What follows belongs to an exercise in optimizing a design on an open flow for small area; a production flow would make more cautious choices.
RTL that was checked went through simulation tests only; none was proved equivalent to the original.
No activity file was given, so power comes from the tool's default toggle rates.

Design ex_stage_top, start of the top module:
module ex_stage_top (
    input  logic                  clk,
    input  logic                  rst_n,
    input  logic                  id_valid,
    input  logic [32-1:0]   id_rs1_data,
    input  logic [32-1:0]   id_rs2_data,
    input  logic [32-1:0]   id_imm,
    input  logic [32-1:0]   id_pc,
    input  logic [5-1:0] id_rs1,
    input  logic [5-1:0] id_rs2,
    input  logic [5-1:0] id_rd,
    input  logic [5-1:0] id_alu_ctrl,
    input  logic [1:0]            id_alu_src,
    input  logic [2:0]            id_branch_cond,
    input  logic                  id_branch_valid,
    input  logic [1:0]            id_result_src,
    input  logic                  id_mem_write,
    input  logic                  id_reg_write,
    input  logic [32-1:0]   mem_load_data,
    output logic                  pc_src,
    output logic [32-1:0]   branch_target,
    output logic [32-1:0]   mem_alu_result,
    output logic [32-1:0]   mem_store_data,
    output logic [5-1:0] mem_rd,
    output logic                  mem_write,
    output logic                  mem_reg_write,
    output logic [32-1:0]   wb_result,
    output logic [5-1:0] wb_rd,
    output logic                  wb_reg_write
);
For scale: ~2,500 cells after synthesis, about 16,000 sq um of cells after synthesis.
Settings: LEC_CHECK=0, CAP_MARGIN=0, CORE_MARGIN=2, CORE_UTILIZATION=40, SETUP_SLACK_MARGIN=0.1, SLEW_MARGIN=0; clock period 7.0 ns.
standard.sh (not shown) runs the stock make flow with config.mk's settings and CLKGATE_MAP_FILE= SYNTH_SCRIPT=/design/flow/synth_recipe.tcl, a recipe that flattens the netlist after the stock synthesis.
==> flow/flow/run.sh <==
#!/bin/bash
# Standard synthesis, then an area-oriented re-map of its combinational
# logic, then the standard layout with single-size port buffers and no CTS
# dummy loads. Each tool's output goes to a log file in this folder.
set -euo pipefail
W=$(pwd)
R=$W/orfs/results/$FLOW_PLATFORM/ex_stage_top/base
export BUFFER_PORTS_ARGS="-buffer_cell sky130_fd_sc_hd__buf_1"
export CTS_ARGS="-sink_clustering_enable -repair_clock_nets -dont_use_dummy_load -buf_list sky130_fd_sc_hd__clkbuf_8 -root_buf sky130_fd_sc_hd__clkbuf_8 -sink_clustering_size 12 -sink_clustering_max_diameter 60"

bash standard.sh synth > synth.log 2>&1
cp "$R/1_2_yosys.v" "$W/1_2_yosys.standard.v"

TOP=$FLOW_TOP IN_V="$W/1_2_yosys.standard.v" OUT_V="$W/1_2_yosys.remap.v" \
    ABCS="$W/flow/remap.abc" REMAP_RPT="$W/remap_stat" \
    REMAP_PLATFORM_CFG="$FLOW_HOME/platforms/sky130hd/config.mk" \
    REMAP_LIB="$FLOW_HOME/platforms/sky130hd/lib/sky130_fd_sc_hd__tt_025C_1v80.lib" \
    yosys -c "$W/flow/remap.tcl" > remap.log 2>&1

cp "$W/1_2_yosys.remap.v" "$R/1_2_yosys.v"
rm -f "$R/1_synth.odb" "$R/1_synth.sdc"
bash standard.sh > layout.log 2>&1
==> flow/flow/remap.abc <==
strash
dc2
balance
rewrite
refactor
balance
rewrite
rewrite -z
balance
refactor -z
rewrite -z
balance
dch -f
map -D 4000
topo
buffer -c
upsize -D 4000
dnsize -D 4000
strash
dch -f
map -D 4000
topo
buffer -c
upsize -D 4000
dnsize -D 4000
==> flow/flow/remap.tcl <==
# Re-map the combinational logic of the standard synthesis netlist for area.
# The flip-flops and tie cells stay as they are, with their names.
set lib $::env(REMAP_LIB)
yosys read_liberty -ignore_miss_func $lib
yosys read_verilog $::env(IN_V)
yosys hierarchy -top $::env(TOP)
foreach c {dfxtp_1 dfrtp_1 dfstp_1 dfxtp_2 dfrtp_2 dfxtp_4 dfrtp_4 conb_1} {
    if {![catch {yosys select -module sky130_fd_sc_hd__$c}]} {
        yosys select -clear
        yosys blackbox sky130_fd_sc_hd__$c
    }
}
yosys flatten
yosys opt_clean -purge
yosys tee -o $::env(REMAP_RPT).before stat -liberty $lib
# The platform's don't-use cells, from its config.mk
set fh [open $::env(REMAP_PLATFORM_CFG) r]
set cfg [read $fh]
close $fh
set dont_use {}
foreach w [regexp -all -inline {sky130_fd_sc_hd__\S+} [lindex [regexp -inline {DONT_USE_CELLS \+=[^#]*} $cfg] 0]] {
    lappend dont_use -dont_use $w
}
puts "remap: [expr {[llength $dont_use] / 2}] dont_use cells"
yosys abc -liberty $lib -script $::env(ABCS) {*}$dont_use
yosys opt_clean -purge
yosys tee -o $::env(REMAP_RPT).after stat -liberty $lib
yosys write_verilog -noattr -nohex -nodec $::env(OUT_V)
The baseline ran to the end with no violations.
==> next run, changes <==
--- a/flow/flow/run.sh
+++ b/flow/flow/run.sh
@@ -7,5 +7,5 @@
 R=$W/orfs/results/$FLOW_PLATFORM/ex_stage_top/base
 export BUFFER_PORTS_ARGS="-buffer_cell sky130_fd_sc_hd__buf_1"
-export CTS_ARGS="-sink_clustering_enable -repair_clock_nets -dont_use_dummy_load -buf_list sky130_fd_sc_hd__clkbuf_8 -root_buf sky130_fd_sc_hd__clkbuf_8 -sink_clustering_size 12 -sink_clustering_max_diameter 60"
+export CTS_ARGS="-sink_clustering_enable -repair_clock_nets -dont_use_dummy_load"
 
 bash standard.sh synth > synth.log 2>&1
==> flow/flow/remap.abc (replaced) <==
strash
dc2
balance
rewrite
refactor
balance
rewrite
rewrite -z
balance
refactor -z
rewrite -z
balance
dch -f
map -D 5000
topo
buffer -c
upsize -D 5000
dnsize -D 5000
Settings changed: CAP_MARGIN 0 to 20, SLEW_MARGIN 0 to 20.
Combinational power went up by roughly a tenth; die area went up slightly; hold slack stays flat; cell area went up by a little under a tenth; total power went up by about a fifth; worst setup slack is worse by 0.34 ns.
==> next run, changes <==
--- a/flow/flow/run.sh
+++ b/flow/flow/run.sh
@@ -7,5 +7,6 @@
 R=$W/orfs/results/$FLOW_PLATFORM/ex_stage_top/base
 export BUFFER_PORTS_ARGS="-buffer_cell sky130_fd_sc_hd__buf_1"
-export CTS_ARGS="-sink_clustering_enable -repair_clock_nets -dont_use_dummy_load"
+export RECOVER_POWER=100
+export CTS_ARGS="-sink_clustering_enable -repair_clock_nets -dont_use_dummy_load -buf_list sky130_fd_sc_hd__clkbuf_8 -root_buf sky130_fd_sc_hd__clkbuf_8 -sink_clustering_size 12 -sink_clustering_max_diameter 60"
 
 bash standard.sh synth > synth.log 2>&1
==> flow/flow/remap.abc (replaced) <==
strash
dc2
balance
rewrite
refactor
balance
rewrite
rewrite -z
balance
refactor -z
rewrite -z
balance
dch -f
map -D 4500
topo
buffer -c
upsize -D 4500
dnsize -D 4500
strash
dch -f
map -D 4500
topo
buffer -c
upsize -D 4500
dnsize -D 4500
Outcome: Setup slack improves by 0.059 ns. Via count fell slightly. Clock power went down by a quarter to a third. Die area barely changes. Cell count decreases slightly. First-iteration DRC count increases by roughly a tenth. Area after synthesis is about the same. Hold slack improves by 0.014 ns.
==> next run, changes <==
--- a/flow/flow/run.sh
+++ b/flow/flow/run.sh
@@ -7,6 +7,5 @@
 R=$W/orfs/results/$FLOW_PLATFORM/ex_stage_top/base
 export BUFFER_PORTS_ARGS="-buffer_cell sky130_fd_sc_hd__buf_1"
-export RECOVER_POWER=100
-export CTS_ARGS="-sink_clustering_enable -repair_clock_nets -dont_use_dummy_load -buf_list sky130_fd_sc_hd__clkbuf_8 -root_buf sky130_fd_sc_hd__clkbuf_8 -sink_clustering_size 12 -sink_clustering_max_diameter 60"
+export CTS_ARGS="-sink_clustering_enable -repair_clock_nets -dont_use_dummy_load"
 
 bash standard.sh synth > synth.log 2>&1
==> flow/flow/remap.abc (replaced) <==
strash
dc2
balance
rewrite
refactor
balance
rewrite
rewrite -z
balance
refactor -z
rewrite -z
balance
dch -f
map -D 5000
topo
buffer -c
upsize -D 5000
dnsize -D 5000
Settings changed: GPL_TIMING_DRIVEN set to 0.
Result:
- Now the flow completed, yet does not pass: setup timing
- die area barely changes
- critical path depth decreases by 23
- clock power goes up by about 37%
- flip-flop and latch count stays the same
- area after synthesis hardly moves
- total power climbs by 11%
- worst hold slack is better by 0.0094 ns
==> next run, changes <==
==> flow/flow/remap.abc (replaced) <==
strash
dc2
balance
rewrite
refactor
balance
rewrite
rewrite -z
balance
refactor -z
rewrite -z
balance
dch -f
map -D 4500
topo
buffer -c
upsize -D 4500
dnsize -D 4500
strash
dch -f
map -D 4500
topo
buffer -c
upsize -D 4500
dnsize -D 4500
Settings changed: GPL_TIMING_DRIVEN 0 to unset.
Effect:
- With this change the flow went through all stages and came out clean
- power shrinks by 0.52%
- routed wire length shrinks by 2.0%
- final cell count barely changes
- final area shrinks by 1.2%
- critical path depth grows by 31
- synthesized cell count shrinks by 0.40%
- global-route usage shrinks by 0.21 points
- first-iteration DRC count grows by 5.5%
- sequential share of layout area grows by 0.33 points
==> next run, changes <==
--- a/flow/flow/run.sh
+++ b/flow/flow/run.sh
@@ -7,5 +7,5 @@
 R=$W/orfs/results/$FLOW_PLATFORM/ex_stage_top/base
 export BUFFER_PORTS_ARGS="-buffer_cell sky130_fd_sc_hd__buf_1"
-export CTS_ARGS="-sink_clustering_enable -repair_clock_nets -dont_use_dummy_load"
+export CTS_ARGS="-sink_clustering_enable -repair_clock_nets -dont_use_dummy_load -buf_list sky130_fd_sc_hd__clkbuf_8 -root_buf sky130_fd_sc_hd__clkbuf_8 -sink_clustering_size 12 -sink_clustering_max_diameter 60"
 
 bash standard.sh synth > synth.log 2>&1
==> flow/flow/remap.abc (replaced) <==
strash
dc2
balance
rewrite
refactor
balance
rewrite
rewrite -z
balance
refactor -z
rewrite -z
balance
dch -f
map -D 5000
topo
buffer -c
upsize -D 5000
dnsize -D 5000
Result:
- routed wire length came out lower by 1.8%
- combinational power came out higher by about 4%
- synthesized cell count came out higher by 0.41%
- cell area came out higher by 1.3%
- sequential share of layout area came out lower by 0.38 points
- total power came out lower by 9.2%
- setup slack got worse by 0.26 ns
- clock power came out lower by 35%

---

== the reference run ==
ex_stage_top, a different RTL version from the one above (not shown whole).
Size in the first run: about 280 flip-flops, about 340 I/O pins, roughly 20,000 µm² of cells after synthesis.
Settings: LEC_CHECK=0, CAP_MARGIN=20, CORE_MARGIN=2, CORE_UTILIZATION=55, CTS_BUF_LIST=sky130_fd_sc_hd__clkbuf_4, SETUP_SLACK_MARGIN=0, SLEW_MARGIN=20; clock period 7.0 ns.
run.sh (not shown) runs the stock make flow with config.mk's settings and CLKGATE_MAP_FILE= SYNTH_SCRIPT=/design/flow/synth_recipe.tcl, a recipe that flattens the netlist after the stock synthesis.
Stock flow here: none of the scripts above is used.
The reference run closes out successfully: all stages finished, all timing, DRC and antenna checks passed.
Inputs modified between the reference run and the trial run:
- SETUP_SLACK_MARGIN changed from 0 to 0.2
- CTS_BUF_LIST removed (was sky130_fd_sc_hd__clkbuf_4)
- CORE_UTILIZATION changed from 55 to 40
### Flow results
- [compare] base=the reference run new=the trial run: global router's overall resource usage shrank by 11 points; via count of the first global-routing pass shrank by 8.2%; required time at the worst-slack endpoint shrank by 0.16 ns; worst setup slack shrank by 0.0046 ns.
No functional check of the RTL was part of any run of this note.

---

Another version of the RTL of ex_stage_top (not shown whole).
Size: roughly 2,400 cells after synthesis, about 340 I/O pins.
export LEC_CHECK = 0
export CAP_MARGIN = 20
export CORE_MARGIN = 2
export CORE_UTILIZATION = 40
export GPL_ROUTABILITY_DRIVEN = 0
export SETUP_SLACK_MARGIN = 0.1
export SLEW_MARGIN = 20
create_clock -name core_clock -period 7.0 [get_ports {clk}]
standard.sh (not shown) runs the stock make flow with config.mk's settings and CLKGATE_MAP_FILE= SYNTH_SCRIPT=/design/flow/synth_recipe.tcl, a recipe that flattens the netlist after the stock synthesis.
==> flow/flow/run.sh <==
#!/bin/bash
# Standard synthesis, then an area-oriented re-map of its combinational
# logic, then the standard layout with single-size port buffers and no CTS
# dummy loads. Each tool's output goes to a log file in this folder.
set -euo pipefail
W=$(pwd)
R=$W/orfs/results/$FLOW_PLATFORM/ex_stage_top/base
export BUFFER_PORTS_ARGS="-buffer_cell sky130_fd_sc_hd__buf_1"
export CTS_ARGS="-sink_clustering_enable -repair_clock_nets -dont_use_dummy_load -buf_list sky130_fd_sc_hd__clkbuf_8 -root_buf sky130_fd_sc_hd__clkbuf_8 -sink_clustering_size 16 -sink_clustering_max_diameter 70"

bash standard.sh synth > synth.log 2>&1
cp "$R/1_2_yosys.v" "$W/1_2_yosys.standard.v"

TOP=$FLOW_TOP IN_V="$W/1_2_yosys.standard.v" OUT_V="$W/1_2_yosys.remap.v" \
    ABCS="$W/flow/remap.abc" REMAP_RPT="$W/remap_stat" \
    REMAP_PLATFORM_CFG="$FLOW_HOME/platforms/sky130hd/config.mk" \
    REMAP_LIB="$FLOW_HOME/platforms/sky130hd/lib/sky130_fd_sc_hd__tt_025C_1v80.lib" \
    yosys -c "$W/flow/remap.tcl" > remap.log 2>&1

cp "$W/1_2_yosys.remap.v" "$R/1_2_yosys.v"
rm -f "$R/1_synth.odb" "$R/1_synth.sdc"
bash standard.sh > layout.log 2>&1
==> flow/flow/remap.abc <==
strash
dc2
balance
rewrite
refactor
balance
rewrite
rewrite -z
balance
refactor -z
rewrite -z
balance
dch -f
map -D 4000
topo
buffer -c
upsize -D 4000
dnsize -D 4000
strash
dch -f
map -D 4000
topo
buffer -c
upsize -D 4000
dnsize -D 4000
Scripts as last shown in full above: flow/flow/remap.tcl
The starting point finished clean.
Next try:
CORE_UTILIZATION = 55   (was 40)
GPL_ROUTABILITY_DRIVEN = not set   (was 0)
The new run passed the timing, DRC and antenna checks; routed wire length increases by about 4%; setup slack got worse by 0.14 ns; clock skew grows by 0.037 ns; final area is lower by about 0.7%.

---

Starting RTL as in the previous note.
// ex_stage_top
module ex_stage_top (
    input  logic                  clk,
    input  logic                  rst_n,
    input  logic                  id_valid,
    input  logic [32-1:0]   id_rs1_data,
    input  logic [32-1:0]   id_rs2_data,
    input  logic [32-1:0]   id_imm,
    input  logic [32-1:0]   id_pc,
    input  logic [5-1:0] id_rs1,
    input  logic [5-1:0] id_rs2,
    input  logic [5-1:0] id_rd,
    input  logic [5-1:0] id_alu_ctrl,
    input  logic [1:0]            id_alu_src,
    input  logic [2:0]            id_branch_cond,
    input  logic                  id_branch_valid,
    input  logic [1:0]            id_result_src,
    input  logic                  id_mem_write,
    input  logic                  id_reg_write,
    input  logic [32-1:0]   mem_load_data,
    output logic                  pc_src,
    output logic [32-1:0]   branch_target,
    output logic [32-1:0]   mem_alu_result,
    output logic [32-1:0]   mem_store_data,
    output logic [5-1:0] mem_rd,
    output logic                  mem_write,
    output logic                  mem_reg_write,
    output logic [32-1:0]   wb_result,
    output logic [5-1:0] wb_rd,
    output logic                  wb_reg_write
);
clock: 7.0 ns
lec_check: 0
cap_margin: 20
core_margin: 2
core_utilization: 55
setup_slack_margin: 0.1
slew_margin: 20
==> flow/flow/run.sh <==
#!/bin/bash
# Standard synthesis, then an area-oriented re-map of its combinational
# logic, then the standard layout with single-size port buffers and no CTS
# dummy loads. Each tool's output goes to a log file in this folder.
set -euo pipefail
W=$(pwd)
R=$W/orfs/results/$FLOW_PLATFORM/ex_stage_top/base
export BUFFER_PORTS_ARGS="-buffer_cell sky130_fd_sc_hd__buf_1"
export GPL_KEEP_OVERFLOW=0
export CTS_ARGS="-sink_clustering_enable -repair_clock_nets -dont_use_dummy_load -buf_list sky130_fd_sc_hd__clkbuf_8 -root_buf sky130_fd_sc_hd__clkbuf_8 -sink_clustering_size 16 -sink_clustering_max_diameter 70"

bash standard.sh synth > synth.log 2>&1
cp "$R/1_2_yosys.v" "$W/1_2_yosys.standard.v"

TOP=$FLOW_TOP IN_V="$W/1_2_yosys.standard.v" OUT_V="$W/1_2_yosys.remap.v" \
    ABCS="$W/flow/remap.abc" REMAP_RPT="$W/remap_stat" \
    REMAP_PLATFORM_CFG="$FLOW_HOME/platforms/sky130hd/config.mk" \
    REMAP_LIB="$FLOW_HOME/platforms/sky130hd/lib/sky130_fd_sc_hd__tt_025C_1v80.lib" \
    yosys -c "$W/flow/remap.tcl" > remap.log 2>&1

cp "$W/1_2_yosys.remap.v" "$R/1_2_yosys.v"
rm -f "$R/1_synth.odb" "$R/1_synth.sdc"
bash standard.sh > layout.log 2>&1
Scripts as last shown in full above: flow/flow/remap.abc, flow/flow/remap.tcl
The first run completed with no timing, DRC or antenna violations.
Change:
--- a/flow/flow/run.sh
+++ b/flow/flow/run.sh
@@ -7,5 +7,4 @@
 R=$W/orfs/results/$FLOW_PLATFORM/ex_stage_top/base
 export BUFFER_PORTS_ARGS="-buffer_cell sky130_fd_sc_hd__buf_1"
-export GPL_KEEP_OVERFLOW=0
 export CTS_ARGS="-sink_clustering_enable -repair_clock_nets -dont_use_dummy_load -buf_list sky130_fd_sc_hd__clkbuf_8 -root_buf sky130_fd_sc_hd__clkbuf_8 -sink_clustering_size 16 -sink_clustering_max_diameter 70"
 
- GPL_ROUTABILITY_DRIVEN: not set -> 0
The changed run ran to the end with no violations.
Final cell count grows slightly.
Die area stays the same.
Total power falls slightly.
Change:
--- a/flow/flow/run.sh
+++ b/flow/flow/run.sh
@@ -7,5 +7,5 @@
 R=$W/orfs/results/$FLOW_PLATFORM/ex_stage_top/base
 export BUFFER_PORTS_ARGS="-buffer_cell sky130_fd_sc_hd__buf_1"
-export CTS_ARGS="-sink_clustering_enable -repair_clock_nets -dont_use_dummy_load -buf_list sky130_fd_sc_hd__clkbuf_8 -root_buf sky130_fd_sc_hd__clkbuf_8 -sink_clustering_size 16 -sink_clustering_max_diameter 70"
+export CTS_ARGS="-sink_clustering_enable -repair_clock_nets -dont_use_dummy_load -buf_list sky130_fd_sc_hd__clkbuf_8 -root_buf sky130_fd_sc_hd__clkbuf_8 -sink_clustering_size 12 -sink_clustering_max_diameter 60"
 
 bash standard.sh synth > synth.log 2>&1
==> flow/flow/remap.abc (replaced) <==
strash
dc2
balance
rewrite
refactor
balance
rewrite
rewrite -z
balance
refactor -z
rewrite -z
balance
dch -f
map -D 3500
topo
buffer -c
upsize -D 3500
dnsize -D 3500
strash
dch -f
map -D 3500
topo
buffer -c
upsize -D 3500
dnsize -D 3500
- CORE_UTILIZATION: 55 -> 40
- GPL_ROUTABILITY_DRIVEN: 0 -> not set
- GPL_TIMING_DRIVEN: not set -> 0
- SETUP_SLACK_MARGIN: 0.1 -> 0.3
Count of clock-buffer cells in the layout rose by 7.
Non-clock buffer count came out higher by 37.
Clock power rises by 14%.
Change:
==> flow/flow/remap.abc (replaced) <==
strash
dc2
balance
rewrite
refactor
balance
rewrite
rewrite -z
balance
refactor -z
rewrite -z
balance
strash
dch -f
map -D 4000
topo
buffer -c
upsize -D 4000
dnsize -D 4000
strash
dch -f
map -D 4000
topo
buffer -c
upsize -D 4000
dnsize -D 4000
strash
dch -f
amap
topo
buffer -c
upsize -D 4000
dnsize -D 4000
- GPL_TIMING_DRIVEN: 0 -> not set
- SETUP_SLACK_MARGIN: 0.3 -> 0.1
The new run ran to the end with violations: negative setup slack; fmax shrinks by 26%; cell count shrinks by 1.8%; combinational power grows by 36%; clock skew came out higher by 0.025 ns; global-route usage is higher by 3.4 points; via count is higher by 5.1%; die area fell by 8.9%; register-to-register slack gets worse by 1.9 ns; sequential share of layout area came out lower by 3.8 points; total power increases by 10%; routed wire length rose by 2.2%.

## static timing again, ports no longer ideal
The results above use ideal ports. As a check the final layouts listed here were re-extracted and re-timed, cells and wires unchanged. Step 1, drivers: a clkbuf_16 drives clk and a buf_2 each remaining input, both assumed. Step 2 adds t to the input delays and takes it off the output delays; t is the mean of the earliest and latest rising clock arrival at the registers after step 1. Input paths then give back, and output paths get back, about the clock's delay inside the block. Slacks: ideal / step 1 / step 2; pairs: ideal / step 1.
run	t, ns	setup WS [ns]	worst register clock-pin slew, ns
the first run of note 1	0.641	0.764 / 0.785 / 0.144	0.09 / 0.09
the second run of note 1	0.620	0.423 / 0.453 / -0.167	0.06 / 0.06
the third run of note 1	0.614	0.481 / 0.510 / -0.104	0.08 / 0.08
the fourth run of note 1	0.625	-0.171 / -0.155 / -0.780	0.06 / 0.06
the fifth run of note 1	0.623	0.534 / 0.568 / -0.056	0.06 / 0.06
the sixth run of note 1	0.641	0.272 / 0.278 / -0.364	0.08 / 0.08
the reference run	0.814	0.547 / 0.571 / -0.243	0.08 / 0.08
the trial run	0.647	0.542 / 0.583 / -0.064	0.07 / 0.07
the first run of note 3	0.649	0.922 / 0.952 / 0.304	0.10 / 0.10
the second run of note 3	0.594	0.784 / 0.811 / 0.217	0.11 / 0.11
the first run of note 4	0.600	0.507 / 0.533 / -0.067	0.12 / 0.12
the second run of note 4	0.609	0.801 / 0.827 / 0.219	0.11 / 0.11
the third run of note 4	0.649	0.451 / 0.469 / -0.180	0.09 / 0.09
the fourth run of note 4	0.625	-1.877 / -1.864 / -2.490	0.09 / 0.09
Met with ideal ports but missed after step 2: setup timing in 8 of these runs. For the reference run, which loses most, drivers alone change the setup slack by +0.024 ns; drivers and shift together by -0.790 ns.
